From an optimization exercise on the open Yosys and OpenROAD flow, aimed at small area, a short achievable clock period and few clock cycles per item; shortcuts taken in it are not production practice. RTL that was checked went through simulation tests only; none was proved equivalent to the original. Power is estimated from default activity; no workload was simulated.

wip/umber:
==> flow/design.v <==
`timescale 1ns/1ps
`default_nettype none
module env_step_top (
    input  wire         i_clk,
    input  wire         i_rstn,
    input  wire  [31:0] i_mem_rdata,
    output logic [5:0]  o_mem_addr,
    output logic [31:0] o_mem_wdata,
    output logic        o_mem_we
);
    localparam logic [5:0] ACT_ADDR  = 6'd16;
    localparam logic [5:0] FLAG_ADDR = 6'd17;
    localparam logic [5:0] OBS_ADDR  = 6'd18;
    localparam logic [5:0] RWD_ADDR  = 6'd34;
    localparam logic [5:0] DONE_ADDR = 6'd35;
    localparam logic [3:0] S_POLLA0  = 4'd7;  
    localparam logic [3:0] S_POLLF   = 4'd1;  
    localparam logic [3:0] S_POLLA   = 4'd2;  
    localparam logic [3:0] S_LOAD    = 4'd3;  
    localparam logic [3:0] S_WRITE   = 4'd4;  
    localparam logic [3:0] S_RWD     = 4'd5;
    localparam logic [3:0] S_DONE    = 4'd6;
    localparam logic [3:0] S_CLEAR   = 4'd0;
    localparam logic [3:0] S_RA      = 4'd8;   
    localparam logic [3:0] S_RB      = 4'd9;   
    localparam logic [3:0] S_RESTART = 4'd10;  
    logic [31:0] ring [16];
    logic [15:0] v1;        
    logic [31:0] w;         
    logic [15:0] ad;        
    logic [15:0] oh;        
    logic [15:0] oh_nxt;    
    logic [15:0] oh_nxt2;   
    logic        act_q;     
    logic        w_step_q;  
    logic        verify_q;  
    logic [3:0]  ph;
    logic [3:0]  st;
    logic [3:0]  cnt;
    logic        loaded;    
    logic        ins;       
    logic [5:0]  addr_q;
    logic        we_q;
    assign o_mem_addr  = addr_q;
    assign o_mem_wdata = w;
    assign o_mem_we    = we_q;
    function automatic logic [15:0] inc16(input logic [15:0] x);
        for (int i = 0; i < 16; i++) inc16[i] = x[i] ^ (&(x | ~((16'd1 << i) - 16'd1)));
    endfunction
    function automatic logic [15:0] dec16(input logic [15:0] x);
        for (int i = 0; i < 16; i++) dec16[i] = x[i] ^ (&(~x | ~((16'd1 << i) - 16'd1)));
    endfunction
    logic               act;   
    logic [15:0]        pos_n;
    logic signed [15:0] wpos;
    logic               wdone;
    logic               flag_set, reload, mismatch, keep;
    logic               load_ad;   
    logic [15:0]        ad_n;
    logic [31:0]        rwd_word, w_other;
    always_comb begin
        for (int i = 0; i < 16; i++) begin
            oh[i]      = (ph == 4'(i));
            oh_nxt[i]  = (ph == 4'((i + 15) % 16));
            oh_nxt2[i] = (ph == 4'((i + 14) % 16));
        end
    end
    assign act   = load_ad ? |(oh_nxt & i_mem_rdata[15:0]) : act_q;
    assign pos_n = ring[0][31:16] + v1;
    assign wpos  = w[31:16];
    assign wdone = (wpos > 16'sd1000) || (wpos < -16'sd1000);
    assign flag_set = (i_mem_rdata != '0);
    assign reload   = (i_mem_rdata == 32'd2) || !loaded;
    assign mismatch = verify_q && (i_mem_rdata[15:0] != ad);
    assign keep     = (st == S_WRITE) && !mismatch;  
    always_comb begin
        ad_n = ad;
        for (int i = 0; i < 16; i++) begin
            if (st == S_WRITE && oh[(i + 1) % 16]) ad_n[i] = wdone;
        end
    end
    always_comb begin
        rwd_word = '0;
        for (int i = 0; i < 16; i++) rwd_word[2*i] = ~ad_n[i];
    end
    always_comb begin
        if (st == S_WRITE)    w_other = rwd_word;
        else if (st == S_RWD) w_other = {16'd0, ad};
        else                  w_other = '0;
    end
    always_ff @(posedge i_clk) begin
        for (int j = 0; j < 16; j++) ring[j] <= ring[(j + 1) % 16];
        if (ins)       ring[14] <= i_mem_rdata;
        else if (keep) ring[14] <= w;
        v1 <= act ? inc16(ring[1][15:0]) : dec16(ring[1][15:0]);
        act_q <= |(oh_nxt2 & (load_ad ? i_mem_rdata[15:0] : ad));
        if (load_ad) ad <= i_mem_rdata[15:0];
        else         ad <= ad_n;
        if (w_step_q) w <= {pos_n, v1};
        else          w <= w_other;
    end
    logic [3:0] st_n;
    logic [3:0] cnt_n;
    logic [5:0] addr_n;
    logic       we_n;
    always_comb begin
        st_n   = st;
        cnt_n  = cnt + 4'd1;
        addr_n = ACT_ADDR;
        we_n   = 1'b0;
        case (st)
            S_POLLA0: begin
                st_n   = S_POLLF;
                addr_n = FLAG_ADDR;
            end
            S_POLLF: begin
                st_n   = S_POLLA;
                addr_n = ACT_ADDR;
            end
            S_POLLA: begin
                if (!flag_set) begin
                    st_n   = S_POLLF;
                    addr_n = FLAG_ADDR;
                end else if (reload) begin
                    st_n   = S_LOAD;
                    cnt_n  = '0;
                    addr_n = {2'b00, ph + 4'd1};
                end else begin
                    st_n   = S_WRITE;
                    cnt_n  = '0;
                    addr_n = OBS_ADDR + {2'b00, ph};
                    we_n   = 1'b1;
                end
            end
            S_LOAD: begin
                addr_n = {2'b00, ph + 4'd1};
                if (cnt == 4'd15) begin
                    st_n = S_RESTART;  
                end
            end
            S_RA: begin
                st_n = S_RB;
            end
            S_RB: begin
                st_n = S_RESTART;
            end
            S_RESTART: begin
                st_n   = S_WRITE;
                cnt_n  = '0;
                addr_n = OBS_ADDR + {2'b00, ph};
                we_n   = 1'b1;
            end
            S_WRITE: begin
                addr_n = OBS_ADDR + {2'b00, ph};
                we_n   = 1'b1;
                if (mismatch) begin
                    st_n   = S_RA;
                    addr_n = ACT_ADDR;
                    we_n   = 1'b0;
                end else if (cnt == 4'd15) begin
                    st_n   = S_RWD;
                    addr_n = RWD_ADDR;
                end
            end
            S_RWD: begin
                st_n   = S_DONE;
                addr_n = DONE_ADDR;
                we_n   = 1'b1;
            end
            S_DONE: begin
                st_n   = S_CLEAR;
                addr_n = FLAG_ADDR;
                we_n   = 1'b1;
            end
            default: begin  
                st_n   = S_POLLA0;
                addr_n = ACT_ADDR;
            end
        endcase
    end
    always_ff @(posedge i_clk) begin
        cnt      <= cnt_n;
        addr_q   <= addr_n;
        ins      <= (st == S_LOAD);
        load_ad  <= (st_n == S_POLLF) || (st_n == S_LOAD && cnt_n == 4'd0) || (st_n == S_RB);
        verify_q <= (st == S_POLLA) && flag_set && !reload;
        w_step_q <= !((st == S_WRITE && cnt >= 4'd14) || st == S_RWD);
    end
    always_ff @(posedge i_clk or negedge i_rstn) begin
        if (!i_rstn) begin
            st     <= S_CLEAR;
            ph     <= '0;
            loaded <= 1'b0;
            we_q   <= 1'b0;
        end else begin
            st   <= st_n;
            ph   <= ph + 4'd1;
            we_q <= we_n;
            if (st == S_LOAD && cnt == 4'd15) loaded <= 1'b1;
        end
    end
endmodule
`default_nettype wire
==> flow/config.mk <==
export PLATFORM = sky130hd
export DESIGN_NAME = env_step_top
export DESIGN_NICKNAME = env_step_top
export VERILOG_FILES = /design/flow/design.v
export SDC_FILE = /design/flow/constraint.sdc
export NUM_CORES = 4
export LEC_CHECK = 0
export ABC_AREA = 1
export CAP_MARGIN = 20
export CORE_MARGIN = 2
export CORE_UTILIZATION = 50
export CTS_CLUSTER_DIAMETER = 80
export CTS_CLUSTER_SIZE = 30
export SETUP_SLACK_MARGIN = 2.5
export SLEW_MARGIN = 20
==> flow/constraint.sdc <==
create_clock -name core_clock -period 4.5 [get_ports {i_clk}]
set_input_delay 0.9000 -clock core_clock [delete_from_list [all_inputs] [get_ports {i_clk}]]
set_output_delay 0.9000 -clock core_clock [all_outputs]
set_load 0.01 [all_outputs]
run.sh (not shown) runs the stock make flow with config.mk's settings and CLKGATE_MAP_FILE= SYNTH_SCRIPT=/design/flow/synth_recipe.tcl, a recipe that flattens the netlist after the stock synthesis.
[inputs] wip/harbor vs wip/umber
diff --git a/flow/design.v b/flow/design.v
--- a/flow/design.v
+++ b/flow/design.v
@@ -60,9 +60,8 @@
     logic [31:0]        rwd_word, w_other;
     always_comb begin
         for (int i = 0; i < 16; i++) begin
-            oh[i]      = (ph == 4'(i));
-            oh_nxt[i]  = (ph == 4'((i + 15) % 16));
-            oh_nxt2[i] = (ph == 4'((i + 14) % 16));
+            oh[i]      = oh_nxt[(i + 1) % 16];
+            oh_nxt2[i] = oh_nxt[(i + 15) % 16];
         end
     end
     assign act   = load_ad ? |(oh_nxt & i_mem_rdata[15:0]) : act_q;
@@ -94,6 +93,7 @@
         else if (keep) ring[14] <= w;
         v1 <= act ? inc16(ring[1][15:0]) : dec16(ring[1][15:0]);
         act_q <= |(oh_nxt2 & (load_ad ? i_mem_rdata[15:0] : ad));
+        for (int i = 0; i < 16; i++) oh_nxt[i] <= (ph == 4'((i + 14) % 16));
         if (load_ad) ad <= i_mem_rdata[15:0];
         else         ad <= ad_n;
         if (w_step_q) w <= {pos_n, v1};
Findings:
- Comparing wip/umber with wip/harbor, the post-synthesis area per instance came out essentially unchanged.
- Taking wip/umber as the reference, in wip/harbor worst hold slack now sits lower, fmax saw little to no change, non-clock buffer total of the final layout lost about 12%, adder-cell share of the synthesized area held.
- Delta (wip/harbor minus wip/umber): total power moved up, count of inserted tapcells moved up, die area moved up, utilization moved down, internal power moved up.
Testbench counts of wip/harbor, summed over its fixed seeds: cycles 38,473, steps 1,600.
Function not checked in wip/umber: the RTL went through the layout flow alone.

-- what the ideal ports hide --
In the flow no input, the clock included, has a driving cell. The finished layouts below were timed again as built, in two steps. Step 1: set_driving_cell puts a clkbuf_16 on i_clk and a buf_2 on each other input, an assumption about the parent block. Step 2 times the ports against the registers' clock, not the clock port: input delays grow and output delays shrink by t, the midpoint of the rising clock arrivals with the driver on. Three values: no drivers, after step 1, after step 2; two values: the first two.
| run | t, ns | setup slack, ns | worst setup path at the end | clock arrival spread, ns | worst data-port slew with drivers (ns) |
|---|---|---|---|---|---|
| wip/umber | 0.614 | 2.502 / 2.458 / 1.916 | input to register | 0.028 / 0.028 | 0.04 |
| wip/harbor | 0.629 | 2.505 / 2.451 / 1.967 | input to register | 0.026 / 0.027 | 0.08 |
After both steps every run listed still meets setup and hold. For wip/umber, which loses most, drivers alone change the setup slack by -0.044 ns; drivers and shift together by -0.586 ns.
